From an optimization exercise on the open Yosys and OpenROAD flow, aimed at small area and a short achievable clock period; shortcuts taken in it are not production practice. Function was not checked in any run shown here: the RTL went through the layout flow alone. Power is estimated from default activity; no workload was simulated.

$ cat flow/design.v
package fifo_flags_pkg;
  localparam int DEFAULT_WIDTH = 8;
  localparam int DEFAULT_NUM   = 256;
  function automatic int cnt_bits(input int num);
    cnt_bits = $clog2(num + 1);
  endfunction
  function automatic int ptr_bits(input int num);
    ptr_bits = (num < 2) ? 1 : $clog2(num);
  endfunction
endpackage
module fifo_g_sel8 (
  input  logic [7:0] s,
  input  logic [7:0] d,
  output logic       y
);
  assign y = |(s & d);
endmodule
module fifo_g_nor2 (
  input  logic a, b,
  output logic y
);
  assign y = ~(a | b);
endmodule
module fifo_g_nand2 (
  input  logic a, b,
  output logic y
);
  assign y = ~(a & b);
endmodule
module fifo_g_and2 (
  input  logic a, b,
  output logic y
);
  assign y = a & b;
endmodule
module fifo_g_mux2i (
  input  logic a0, a1, s,
  output logic y
);
  assign y = ~(s ? a1 : a0);
endmodule
module fifo_ptr_wrap (
  input  logic [255:0] sel,
  input  logic [255:0] d,
  output logic         yn
);
  logic [31:0] p;    
  logic [15:0] q;    
  logic [7:0]  r;    
  logic [3:0]  s;    
  logic [1:0]  t;    
  for (genvar i = 0; i < 32; i++) begin : g_p
    fifo_g_sel8 u (.s(sel[8*i +: 8]), .d(d[8*i +: 8]), .y(p[i]));
  end
  for (genvar i = 0; i < 16; i++) begin : g_q
    fifo_g_nor2 u (.a(p[2*i]), .b(p[2*i+1]), .y(q[i]));
  end
  for (genvar i = 0; i < 8; i++) begin : g_r
    fifo_g_nand2 u (.a(q[2*i]), .b(q[2*i+1]), .y(r[i]));
  end
  for (genvar i = 0; i < 4; i++) begin : g_s
    fifo_g_nor2 u (.a(r[2*i]), .b(r[2*i+1]), .y(s[i]));
  end
  for (genvar i = 0; i < 2; i++) begin : g_t
    fifo_g_nand2 u (.a(s[2*i]), .b(s[2*i+1]), .y(t[i]));
  end
  fifo_g_nor2 u_y (.a(t[0]), .b(t[1]), .y(yn));
endmodule
module fifo_cnt_next #(
  parameter int CW       = 9,
  parameter int NUM      = 256,
  parameter int AF_LEVEL = 252,
  parameter int AE_LEVEL = 4
) (
  input  logic [CW-1:0] count,
  output logic [CW-1:0] up,
  output logic [CW-1:0] dn,
  output logic          c_m1,        
  output logic          c_le_ae_m1,  
  output logic          c_ae,        
  output logic          c_ae_p1,     
  output logic          c_af_m1,     
  output logic          c_af,        
  output logic          c_ge_af_p1   
);
  assign up         = count + CW'(1);
  assign dn         = count - CW'(1);
  assign c_m1       = (count == CW'(NUM - 1));
  assign c_le_ae_m1 = (count <= CW'(AE_LEVEL - 1));
  assign c_ae       = (count == CW'(AE_LEVEL));
  assign c_ae_p1    = (count == CW'(AE_LEVEL + 1));
  assign c_af_m1    = (count == CW'(AF_LEVEL - 1));
  assign c_af       = (count == CW'(AF_LEVEL));
  assign c_ge_af_p1 = (count >= CW'(AF_LEVEL + 1));
endmodule
module fifo_wr_sr (
  input  logic write_strobe,
  input  logic read_strobe,
  input  logic en_r1,
  input  logic en_r0,
  output logic en
);
  assign en = write_strobe & (read_strobe ? en_r1 : en_r0);
endmodule
module fifo_head_next (
  input  logic sr_n,
  input  logic alt,
  input  logic ld_sr,
  output logic y
);
  assign y = ld_sr ? ~sr_n : alt;
endmodule
module fifo_flags #(
  parameter int WIDTH    = fifo_flags_pkg::DEFAULT_WIDTH,
  parameter int NUM      = fifo_flags_pkg::DEFAULT_NUM,
  parameter int AF_LEVEL = NUM - 4,
  parameter int AE_LEVEL = 4
) (
  input  logic                     clk,
  input  logic                     reset_n,
  input  logic [WIDTH-1:0]         write_data,
  input  logic                     write_strobe,
  input  logic                     read_strobe,
  output logic [WIDTH-1:0]         read_data,
  output logic                     data_available,
  output logic                     full,
  output logic                     almost_full,
  output logic                     almost_empty,
  output logic [fifo_flags_pkg::cnt_bits(NUM)-1:0] count,
  output logic                     overflow,
  output logic                     underflow,
  input  logic                     err_clear
);
  localparam int CW = fifo_flags_pkg::cnt_bits(NUM);
  localparam int PW = fifo_flags_pkg::ptr_bits(NUM);
  localparam int SD = NUM - 1;             
  localparam int HW = 1 << (PW / 2);       
  localparam int LW = 1 << (PW - PW / 2);  
  logic [WIDTH-1:0] sr [SD];
  logic [WIDTH-1:0] head;
  localparam int NEN = 2 * WIDTH;           
  localparam int SEG = (SD + 1) / 2;        
  logic [NEN-1:0]   sr_en;
  logic [HW-1:0]    ra_hi;
  logic [LW-1:0]    ra_lo;
  logic             sr_empty;    
  logic [CW-1:0] cnt_up, cnt_dn;
  logic c_m1, c_le_ae_m1, c_ae, c_ae_p1, c_af_m1, c_af, c_ge_af_p1;
  fifo_cnt_next #(.CW(CW), .NUM(NUM), .AF_LEVEL(AF_LEVEL), .AE_LEVEL(AE_LEVEL)) u_cnt (
    .count      (count),
    .up         (cnt_up),
    .dn         (cnt_dn),
    .c_m1       (c_m1),
    .c_le_ae_m1 (c_le_ae_m1),
    .c_ae       (c_ae),
    .c_ae_p1    (c_ae_p1),
    .c_af_m1    (c_af_m1),
    .c_af       (c_af),
    .c_ge_af_p1 (c_ge_af_p1)
  );
  logic c_0, c_1;
  assign c_0 = ~data_available;
  assign c_1 = data_available & sr_empty;
  logic rd_acc, wr_acc, inc, dec;
  assign rd_acc = read_strobe & data_available;
  assign wr_acc = write_strobe & (~full | read_strobe);
  assign inc    = wr_acc & ~rd_acc;
  assign dec    = rd_acc & ~wr_acc;
  always_ff @(posedge clk) begin
    for (int b = 0; b < WIDTH; b++) begin
      if (sr_en[2*b]) sr[0][b] <= write_data[b];
      for (int i = 1; i < SD; i++) begin
        if (sr_en[2*b + i / SEG]) sr[i][b] <= sr[i-1][b];
      end
    end
  end
  logic [HW*LW-1:0] rsel;
  logic [WIDTH-1:0] sr_out_n;
  for (genvar i = 0; i < HW * LW; i++) begin : g_sel
    fifo_g_and2 u_dec (.a(ra_hi[i / LW]), .b(ra_lo[i % LW]), .y(rsel[i]));
  end
  for (genvar b = 0; b < WIDTH; b++) begin : g_bit
    logic [HW*LW-1:0] d;
    for (genvar i = 0; i < HW * LW; i++) begin : g_ent
      if (i < SD) begin : g_used
        assign d[i] = sr[i][b];
      end else begin : g_unused
        assign d[i] = 1'b0;
      end
    end
    fifo_ptr_wrap u_rd (.sel(rsel), .d(d), .yn(sr_out_n[b]));
  end
  logic             ld_wd, ld_sr;
  logic [WIDTH-1:0] alt, head_d;
  assign ld_wd   = (c_0 & write_strobe) | (c_1 & read_strobe);
  assign ld_sr   = read_strobe & ~sr_empty;
  assign alt     = ld_wd ? write_data : head;
  for (genvar b = 0; b < WIDTH; b++) begin : g_head
    fifo_head_next u_mux (.sr_n(sr_out_n[b]), .alt(alt[b]), .ld_sr(ld_sr), .y(head_d[b]));
  end
  always_ff @(posedge clk) begin
    head <= head_d;
  end
  assign read_data = head;
  logic en_r1, en_r0;
  assign en_r1 = data_available & ~c_1;
  assign en_r0 = data_available & ~full;
  for (genvar k = 0; k < NEN; k++) begin : g_en
    fifo_wr_sr u_en (
      .write_strobe (write_strobe),
      .read_strobe  (read_strobe),
      .en_r1        (en_r1),
      .en_r0        (en_r0),
      .en           (sr_en[k])
    );
  end
  always_ff @(posedge clk or negedge reset_n) begin
    if (!reset_n) begin
      ra_hi    <= HW'(1) << (HW - 1);
      ra_lo    <= LW'(1) << (LW - 1);
      sr_empty <= 1'b1;
    end else begin
      if (~read_strobe & write_strobe & en_r0) begin
        ra_lo    <= {ra_lo[LW-2:0], ra_lo[LW-1]};
        if (ra_lo[LW-1]) ra_hi <= {ra_hi[HW-2:0], ra_hi[HW-1]};
        sr_empty <= 1'b0;
      end else if (read_strobe & ~write_strobe & ~sr_empty) begin
        ra_lo    <= {ra_lo[0], ra_lo[LW-1:1]};
        if (ra_lo[0]) ra_hi <= {ra_hi[0], ra_hi[HW-1:1]};
        sr_empty <= ra_hi[0] & ra_lo[0];
      end
    end
  end
  always_ff @(posedge clk or negedge reset_n) begin
    if (!reset_n) begin
      count          <= '0;
      data_available <= 1'b0;
      full           <= 1'b0;
      almost_full    <= 1'b0;
      almost_empty   <= 1'b1;
    end else begin
      if (inc) count <= cnt_up;
      else if (dec) count <= cnt_dn;
      data_available <= ~(~write_strobe & (c_0 | (c_1 & read_strobe)));
      full           <= (full & ~dec) | (c_m1 & inc);
      almost_full    <= c_ge_af_p1 | (c_af & ~dec) | (c_af_m1 & inc);
      almost_empty   <= c_le_ae_m1 | (c_ae & ~inc) | (c_ae_p1 & dec);
    end
  end
  always_ff @(posedge clk or negedge reset_n) begin
    if (!reset_n) begin
      overflow  <= 1'b0;
      underflow <= 1'b0;
    end else if (err_clear) begin
      overflow  <= 1'b0;
      underflow <= 1'b0;
    end else begin
      if (write_strobe & ~wr_acc) overflow  <= 1'b1;
      if (read_strobe & ~rd_acc)  underflow <= 1'b1;
    end
  end
endmodule
$ cat flow/run.sh
#!/bin/bash
# synth_recipe.tcl (not shown) runs the flow's synth.tcl, then flattens the netlist and writes it again
# the make line also repeats each setting of config.mk as NAME=value (left out here)
make -C /OpenROAD-flow-scripts/flow DESIGN_CONFIG=/design/flow/config.mk WORK_HOME=/design/flow/orfs CLKGATE_MAP_FILE= SYNTH_SCRIPT=/design/flow/synth_recipe.tcl finish
$ cat flow/config.mk
export PLATFORM = sky130hd
export DESIGN_NAME = fifo_flags
export DESIGN_NICKNAME = fifo_flags
export VERILOG_FILES = /design/flow/design.v
export SDC_FILE = /design/flow/constraint.sdc
export NUM_CORES = 4
export LEC_CHECK = 0
export ABC_CLOCK_PERIOD_IN_PS = 2000
export CAP_MARGIN = 20
export CORE_MARGIN = 2
export CORE_UTILIZATION = 50
export CTS_CLUSTER_DIAMETER = 100
export CTS_CLUSTER_SIZE = 30
export SETUP_SLACK_MARGIN = 3.2
export SLEW_MARGIN = 20
export SYNTH_HIERARCHICAL = 1
export TNS_END_PERCENT = 5
$ cat flow/constraint.sdc
create_clock -name core_clock -period 5.5 [get_ports {clk}]
set_input_delay 1.1000 -clock core_clock [delete_from_list [all_inputs] [get_ports {clk}]]
set_output_delay 1.1000 -clock core_clock [all_outputs]
set_load 0.01 [all_outputs]
==> results of run 1 <==
synthesized netlist by cell type, drive strengths merged:
| cell type | n | share of area [%] |
|---|---|---|
| a21o | 2 | 0.029 |
| a21oi | 4 | 0.041 |
| a221o | 2 | 0.026 |
| a22oi | 1024 | 10 |
| a31oi | 17 | 0.14 |
| and2 | 257 | 2.1 |
| and3 | 1 | 0.0082 |
| and4b | 2 | 0.026 |
| and4bb | 2 | 0.043 |
| buf | 16 | 0.16 |
| clkbuf | 6 | 0.044 |
| conb | 1 | 0.0049 |
| dfrtp | 44 | 1.4 |
| dfstp | 4 | 0.14 |
| dfxtp | 8 | 0.21 |
| edfxtp | 2040 | 80 |
| ha | 6 | 0.098 |
| inv | 22 | 0.11 |
| mux2 | 8 | 0.12 |
| mux2i | 33 | 0.43 |
| nand2 | 128 | 0.63 |
| nand2b | 11 | 0.090 |
| nand3 | 5 | 0.033 |
| nand4 | 258 | 2.1 |
| nand4bb | 1 | 0.015 |
| nor2 | 197 | 0.97 |
| nor2b | 16 | 0.13 |
| nor3 | 1 | 0.0065 |
| nor3b | 2 | 0.034 |
| nor4 | 3 | 0.044 |
| o21ai | 12 | 0.079 |
| o221a | 16 | 0.24 |
| o311a | 1 | 0.013 |
| o31ai | 1 | 0.0098 |
| or2 | 1 | 0.0082 |
| or2b | 5 | 0.049 |
| or3b | 1 | 0.011 |
| or4 | 1 | 0.015 |
| xnor2 | 5 | 0.057 |
| xor2 | 7 | 0.080 |
per-module statistics from Yosys (local to each module, per instance), excerpt:
module / flip-flops and latches / area (µm²)
fifo_g_nor2: 0 / 3.75
fifo_g_sel8: 0 / 36.3
fifo_flags: 2096 / 63800
fifo_g_and2: 0 / 6.26
fifo_head_next: 0 / 13.8
fifo_g_nand2: 0 / 3.75
fifo_wr_sr: 0 / 16.3
flip-flops by register name (all words and copies together), names as in the netlist:
register and cells:
sr_empty 1, ra_lo 16, sr 2040, full 1, almost_empty 1, data_available 1
almost_full 1, count 9, underflow 1, head 8, ra_hi 16, overflow 1
metal layers:
| layer | up-vias | global-route usage, % | share of wire [%] |
|---|---|---|---|
| met2 | 1832 | 36.8 | 46 |
| met4 | 2 | 6.24 | 2.8 |
| met1 | 21900 | 36.7 | 43 |
| met3 | 270 | 3.35 | 7.6 |
| met5 | - | 0 | 0.0068 |
| li1 | 17900 | - | - |
critical path, delay by kind of cell, from the launching register on:
family,cells,cell delay [ps]
DFF,1,420
buffers and inverters,2,250
power by group through the flow:
stage	logic (mW)	registers [mW]	clock network [mW]
floorplan	7.29	20.1	0
global placement	11.7	20.6	0
detailed placement	11.8	20.6	0
CTS	13.4	20.0	7.86
global route	14.5	20.1	8.30
finish	13.7	20.0	7.65
through the flow:
stage,cell area (µm²),total power [mW],std cells,worst slack (ps),hold WS (ps)
after global placement,80100,32.4,6285,1760,427
after floorplan,76600,27.4,4178,1890,427
after CTS,84400,41.3,6480,2870,424
after global routing,84700,43.0,6505,2900,449
after detailed placement,80100,32.5,6285,1910,434
final,84700,41.4,6506,2990,441
kinds of logic after synthesis:
group | count (synthesis) | share of synthesized area [%]
DFF | 2096 | 81.9
AOI/OAI and AO/OA | 1079 | 10.6
and+or+nand+nor | 892 | 6.33
buffers and inverters | 44 | 0.309
muxes | 41 | 0.550
xor gates and xnor gates | 12 | 0.138
adders and majority gates | 6 | 0.0982
other | 1 | 0.00491
final cells by class:
| cell class | instances | area, µm² | share of cell area (%) |
|---|---|---|---|
| antenna | 1 | 2.50 | 0.00295 |
| clock buffer | 117 | 2250 | 2.65 |
| clock inverter | 7 | 118 | 0.139 |
| inverter | 22 | 82.6 | 0.0975 |
| multi-input combinational | 2038 | 14700 | 17.3 |
| sequential | 2096 | 62700 | 74.0 |
| tap | 2030 | 2540 | 3.00 |
| timing repair buffer | 195 | 2320 | 2.74 |
repair_timing:
action                                  CTS  global route
pin swaps                                75             1
setup buffers                            71            21
gates cloned                              0             4
setup endpoints to repair              2016          1573
endpoints found under the hold margin     0             0
gates resized for setup                 641            10
path summary, 6_finish.rpt:
| check | to | slack [ps] |
|---|---|---|
| max | data_available | 2990 |
| min | count[5] | 440 |
| max reg2reg | sr[195][5] | 3060 |
| min reg2reg | sr[27][7] | 440 |
| max in group asynchronous | ra_lo[5] | 4510 |
| min in group core_clock | sr[27][7] | 440 |
==> flow_metrics.env, run 1 <==
export IMPL_syn_cell_area_mm2=0.0764
export IMPL_leakage_nw=22.8
export IMPL_clk_latency_ps=740
export IMPL_p_seq_share_pct=48.4
export IMPL_path_cells="buf_6, buf_6"
export IMPL_area_growth_synth_to_final_pct=10.8
export IMPL_max_slew_margin_rel_pct=49.8
export IMPL_crit_type="register to primary output"
export IMPL_p_int_mw=26.8
export IMPL_rsz0062_at_grt="yes"
export IMPL_ys_warn_count=8
export IMPL_grt_pass1_wl_um=281000
export IMPL_tns_ps=0
export IMPL_ios=36
export IMPL_die_width_um=395
export IMPL_first_iter_violations=5430
export IMPL_mostFrequentLayoutCell="edfxtp_1"
export IMPL_dr_pass1_iters=6
export IMPL_cts_hold_repair_buffers=0
export IMPL_worst_path_max_fanout=2
export IMPL_crit_start="data_available"
export IMPL_overflow=0
export IMPL_synth_cells=4171
export IMPL_netSwitchingFraction_pct=35.1
export IMPL_row_count=143
export IMPL_hold_path_class="primary input to async pin"
export IMPL_finalNetCount=4453
export IMPL_critPathRequiredTime_ps=4400
export IMPL_synth_area_per_cell_um2=18.3
export IMPL_h_tree_depth=3
export IMPL_yosysUniqueCellTypes=50
export IMPL_tritoncts="yes"
export IMPL_cts_inserted_buffers=81
export IMPL_grt_pass1_vias=41000
export IMPL_antenna_found_initial=11
export IMPL_post_route_util_pct=55.8
export IMPL_vdd_ir_drop_worst_uv=321
export IMPL_timing_rr_start="data_available"
export IMPL_p_sw_mw=14.5
export IMPL_tightest_slew_ps=753
export IMPL_p_clk_share_pct=18.5
export IMPL_synth_seq_cells=2096
export IMPL_grt_max_degree=129
export IMPL_fin_crit_sh_pct=45.7
export IMPL_critPathMostFrequentCell="buf_6"
export IMPL_power_density_mw_per_mm2=488
export IMPL_report_final_slew_viol_count=0
export IMPL_wl_um=191000
export IMPL_fin_crit_ps=2510
export IMPL_final_setup_skew_ps=52.3
export IMPL_drc=0
export IMPL_worstPathArrival_ps=1410
export IMPL_maxCapViolCount=0
export IMPL_die_area_mm2=0.156
export IMPL_end_kind="primary output"
export IMPL_start_util_pct=50.3
export IMPL_crit_slowest_cell="dfrtp_1"
export IMPL_fillCellCount=11600
export IMPL_cp_slowest_stage_delay_ps=420
export IMPL_vias=41900
export IMPL_path_clk_slew_ps=120
export IMPL_finalSetupViolCount=0
export IMPL_io_buffers=35
export IMPL_combPwrFrac_pct=33.1
export IMPL_status="no timing/DRC/antenna violations"
export IMPL_viasPerCell=6.44
export IMPL_drive_above_1_share_pct=15.4
export IMPL_crit_path_start_kind="register"
export IMPL_hold_viol_final=0
export IMPL_ant_nets=0
export IMPL_grt_use_total_pct=24.1
export IMPL_clock_sinks=2096
export IMPL_root_buffer="clkbuf_16"
export IMPL_routabilityCongestion=0.841
export IMPL_ys_seq_area_share_pct=81.9
export IMPL_fp_coreArea_mm2=0.152
export IMPL_r2r_cells=5
export IMPL_place_hpwl_um=120000
export IMPL_wl_per_cell_um=29.4
export IMPL_fmax_mhz=398
export IMPL_final_cell_mix="edfxtp_1 (2,040), a22oi_1 (1,015), nand4_1 (258)"
export IMPL_fp_dieH_um=395
export IMPL_clock_path_buffers=3
==> run 2, diff against run 1 <==
--- a/flow/config.mk
+++ b/flow/config.mk
@@ -15,3 +15,3 @@
 export SLEW_MARGIN = 20
 export SYNTH_HIERARCHICAL = 1
-export TNS_END_PERCENT = 5
+export TNS_END_PERCENT = 20
==> run 2 against run 1 <==
Against the previous run: still clean on timing, DRC and antenna; design area is 0.16% higher; clock power barely moved; via count is essentially flat; routed wire length up 0.54%; non-clock buffer count increased by 3; register-to-register slack gained 30 ps; sequential share of layout area decreased by 0.11 points; worst hold slack gained 1.9 ps; global-route usage hardly changed; sequential cell count unchanged; core utilization rose by 0.091 points; largest power group unchanged; highest routed layer unchanged.
==> flow_metrics.env, run 2 <==
export IMPL_top_regs="sr x2040, ra_hi x16, ra_lo x16"
export IMPL_drive_above_1_share_pct=15.8
export IMPL_critPathRequiredTime_ps=4400
export IMPL_row_count=143
export IMPL_synthXorXnorAreaFrac_pct=0.138
export IMPL_final_cells=6509
export IMPL_report_final_slew_viol_count=0
export IMPL_yosys_area_top_type="edfxtp_1"
export IMPL_maxCapViolCount=0
export IMPL_cts_inserted_buffers=81
export IMPL_multi_input_area_mm2=0.0147
export IMPL_tns_ps=0
export IMPL_synthAdderAreaFrac_pct=0.0982
export IMPL_power_density_mw_per_mm2=489
export IMPL_ant_nets=0
export IMPL_grt_pass1_wl_um=281000
export IMPL_hold_viol_final=0
export IMPL_final_setup_skew_ps=51.3
export IMPL_path_cells="buf_6, buf_6"
export IMPL_tritoncts="yes"
export IMPL_grt_pass1_vias=41000
export IMPL_vdd_ir_drop_worst_uv=322
export IMPL_combPwrFrac_pct=33.3
export IMPL_fin_crit_sh_pct=45.6
export IMPL_ios=36
export IMPL_p_clk_share_pct=18.5
export IMPL_ys_warn_count=8
export IMPL_crit_slowest_cell="dfrtp_1"
export IMPL_first_iter_violations=5499
export IMPL_max_slew_margin_rel_pct=54.8
export IMPL_viasPerCell=6.45
export IMPL_r2r_cells=10
export IMPL_ys_dominant_reg_cell="edfxtp_1"
export IMPL_crit_path_start_kind="register"
export IMPL_netSwitchingFraction_pct=35.1
export IMPL_synthMuxAreaShare_pct=0.550
export IMPL_yosys_top_cells_count="edfxtp_1 (2,040), a22oi_1 (1,024), nand4_1 (258), and2_1 (257), nor2_1 (197)"
export IMPL_fmax_mhz=399
export IMPL_finalSetupViolCount=0
export IMPL_fp_dieH_um=395
export IMPL_synth_edf_count=2040
export IMPL_die_width_um=395
export IMPL_grt_max_degree=129
export IMPL_clock_path_buffers=3
export IMPL_largest_register="sr"
export IMPL_status="no timing/DRC/antenna violations"
export IMPL_yosys_area_share_simple_pct=6.33
export IMPL_wl_per_cell_um=29.5
export IMPL_hold_ws_ps=443
export IMPL_vias=42000
export IMPL_place_hpwl_um=120000
export IMPL_antenna_found_initial=11
export IMPL_start_util_pct=50.3
export IMPL_synth_top_family_by_area="compound AO/OA/AOI/OAI gates"
export IMPL_async_flop_share_pct=2.29
export IMPL_clock_sinks=2096
export IMPL_synth_most_common_cell="edfxtp_1"
export IMPL_path_clk_slew_ps=120
export IMPL_r2r_end="head[5]"
export IMPL_crit_type="register to primary output"
export IMPL_yosys_top_cells_area="edfxtp_1 (80%), a22oi_1 (10%), nand4_1 (2.1%)"
export IMPL_io_buffers=35
export IMPL_leakage_nw=22.9
export IMPL_fin_crit_ps=2510
export IMPL_placed_area_mm2=0.0801
export IMPL_cp_slowest_stage_delay_ps=410
export IMPL_hold_path_class="register to register"
export IMPL_worst_path_max_fanout=2
export IMPL_synth_compound_area_share_pct=10.6
export IMPL_area_growth_synth_to_final_pct=11.0
export IMPL_grt_use_total_pct=24.1
export IMPL_wl_um=192000
export IMPL_routabilityCongestion=0.841
export IMPL_clk_latency_ps=740
export IMPL_fp_coreArea_mm2=0.152
export IMPL_overflow=0
export IMPL_syn_cell_area_mm2=0.0764
export IMPL_critPathMostFrequentCell="buf_6"
export IMPL_synth_seq_cells=2096
export IMPL_reg2reg_slack_ps=3090
export IMPL_ys_seq_area_share_pct=81.9
export IMPL_p_int_mw=26.9
export IMPL_synth_cells=4171
export IMPL_synth_area_per_cell_um2=18.3
export IMPL_placedCellCount=6285
export IMPL_finalNetCount=4456
export IMPL_crit_family="flip-flops"
export IMPL_regArea_mm2=0.0627
export IMPL_final_cell_mix="edfxtp_1 (2,040), a22oi_1 (1,013), nand4_1 (258)"
export IMPL_end_kind="primary output"
export IMPL_hold_depth=0
export IMPL_synth_top_area_share_pct=80.2
export IMPL_timing_rr_start="ra_lo[4]"
export IMPL_yosysUniqueCellTypes=50
export IMPL_drc=0
export IMPL_worstPathArrival_ps=1410
export IMPL_tightest_slew_ps=678
export IMPL_hold_end="sr[27][7]"
export IMPL_h_tree_depth=3
export IMPL_root_buffer="clkbuf_16"
export IMPL_die_area_mm2=0.156
export IMPL_p_total_mw=41.4
export IMPL_hp_start="sr[26][7]"
export IMPL_cp_buffers_inverters=2
export IMPL_largest_reg_flops=2040
export IMPL_fin_area_mm2=0.0848
export IMPL_fillCellCount=11600
export IMPL_rsz0062_at_grt="yes"
export IMPL_p_seq_share_pct=48.2
export IMPL_dr_pass1_iters=6
export IMPL_mostFrequentLayoutCell="edfxtp_1"
export IMPL_p_sw_mw=14.6
run 2: routing by layer:
metal  GRT usage, %  routed length, µm  share of wire, %  vias to the layer above
li1               -                  -                 -                    17900
met5              0                 16            0.0083                        -
met2           36.9              88700                46                     1966
met3           3.34              15400               8.0                      248
met1           36.7              82700                43                    21800
met4           6.35               5290               2.8                        2
run 2: how the worst max path moves through the flow:
stage | endpoint | start | cells past startpoint | slack (ps)
3_5_place_dp | sr[228][4] | read_strobe | 5 | 1910
2_1_floorplan | sr[0][0] | read_strobe | 2 | 1890
6_report | data_available | data_available | 2 | 2990
4_1_cts | count[4] | count[4] | 1 | 2870
3_3_place_gp | ra_lo[5] | write_strobe | 5 | 1760
5_1_grt | data_available | data_available | 2 | 2940
run 2: repair_timing:
item,CTS,global route
cloned,0,6
pin swaps,75,9
gates resized for setup,655,34
endpoints found under the setup margin,2016,1355
buffers inserted,77,16
hold buffers,0,0
run 2: cell families after synthesis:
logic type	after synthesis
and+or+nand+nor	892
other	1
muxes	41
DFF	2096
xor gates and xnor gates	12
buffers and inverters	44
AOI/OAI and AO/OA	1079
adders and majority gates	6
run 2: area by class of cell:
class | instances | area share [%]
Timing Repair Buffer | 198 | 2.83
Multi-Input combinational cell | 2038 | 17.4
Sequential cell | 2096 | 73.9
Tap cell | 2030 | 2.99
Inverter | 22 | 0.0973
Clock buffer | 117 | 2.65
Clock inverter | 7 | 0.139
Antenna cell | 1 | 0.00295
run 2: modules after synthesis (local to each module, per instance), a selection:
module,flops+latches,times used,cells inside
fifo_flags,2096,1,2278
fifo_g_nand2,0,80,1
fifo_g_nor2,0,168,1
fifo_head_next,0,8,2
fifo_g_sel8,0,256,5
fifo_wr_sr,0,16,2
fifo_g_and2,0,256,1
run 2: stage by stage:
stage / worst slack (ps) / util (%)
CTS: 2870 / 55.6
global route: 2940 / 55.8
detailed placement: 1910 / 52.8
floorplan: 1890 / -
global placement: 1760 / 52.8
finish: 2990 / 55.8
run 2: power by group through the flow:
stage | Sequential, mW | Clock [mW] | Combinational [mW]
2_1_floorplan | 20.1 | 0 | 7.29
3_3_place_gp | 20.6 | 0 | 11.7
3_5_place_dp | 20.6 | 0 | 11.8
4_1_cts | 20.0 | 7.86 | 13.4
5_1_grt | 20.1 | 8.30 | 14.6
6_report | 20.0 | 7.65 | 13.8

==> static timing again, ports no longer ideal <==
The flow's constraints put no driver on any port. The routed layouts listed below were extracted and timed again, unchanged, in two steps.
Step 1 (the two cells are an assumption about what drives the block):
set clk [get_ports {clk}]
set_driving_cell -lib_cell sky130_fd_sc_hd__clkbuf_16 $clk
set_driving_cell -lib_cell sky130_fd_sc_hd__buf_2 [delete_from_list [all_inputs] $clk]
Step 2 also shifts input and output timing later by t, the mid clock arrival at the registers, as if the neighbouring blocks saw the same clock.
Slacks: no drivers / after step 1 / after step 2; pairs: no drivers / after step 1.
| run | t, ns | setup WS [ns] | cell pins on the clock port's net |
|---|---|---|---|
| run 1 | 0.806 | 2.987 / 2.900 / 2.238 | 1 |
| run 2 | 0.807 | 2.994 / 2.907 / 2.337 | 1 |
After both steps setup and hold are still met in every run listed. The setup slack of run 1, which loses most, moves by -0.087 ns with the drivers and by -0.749 ns with both steps.
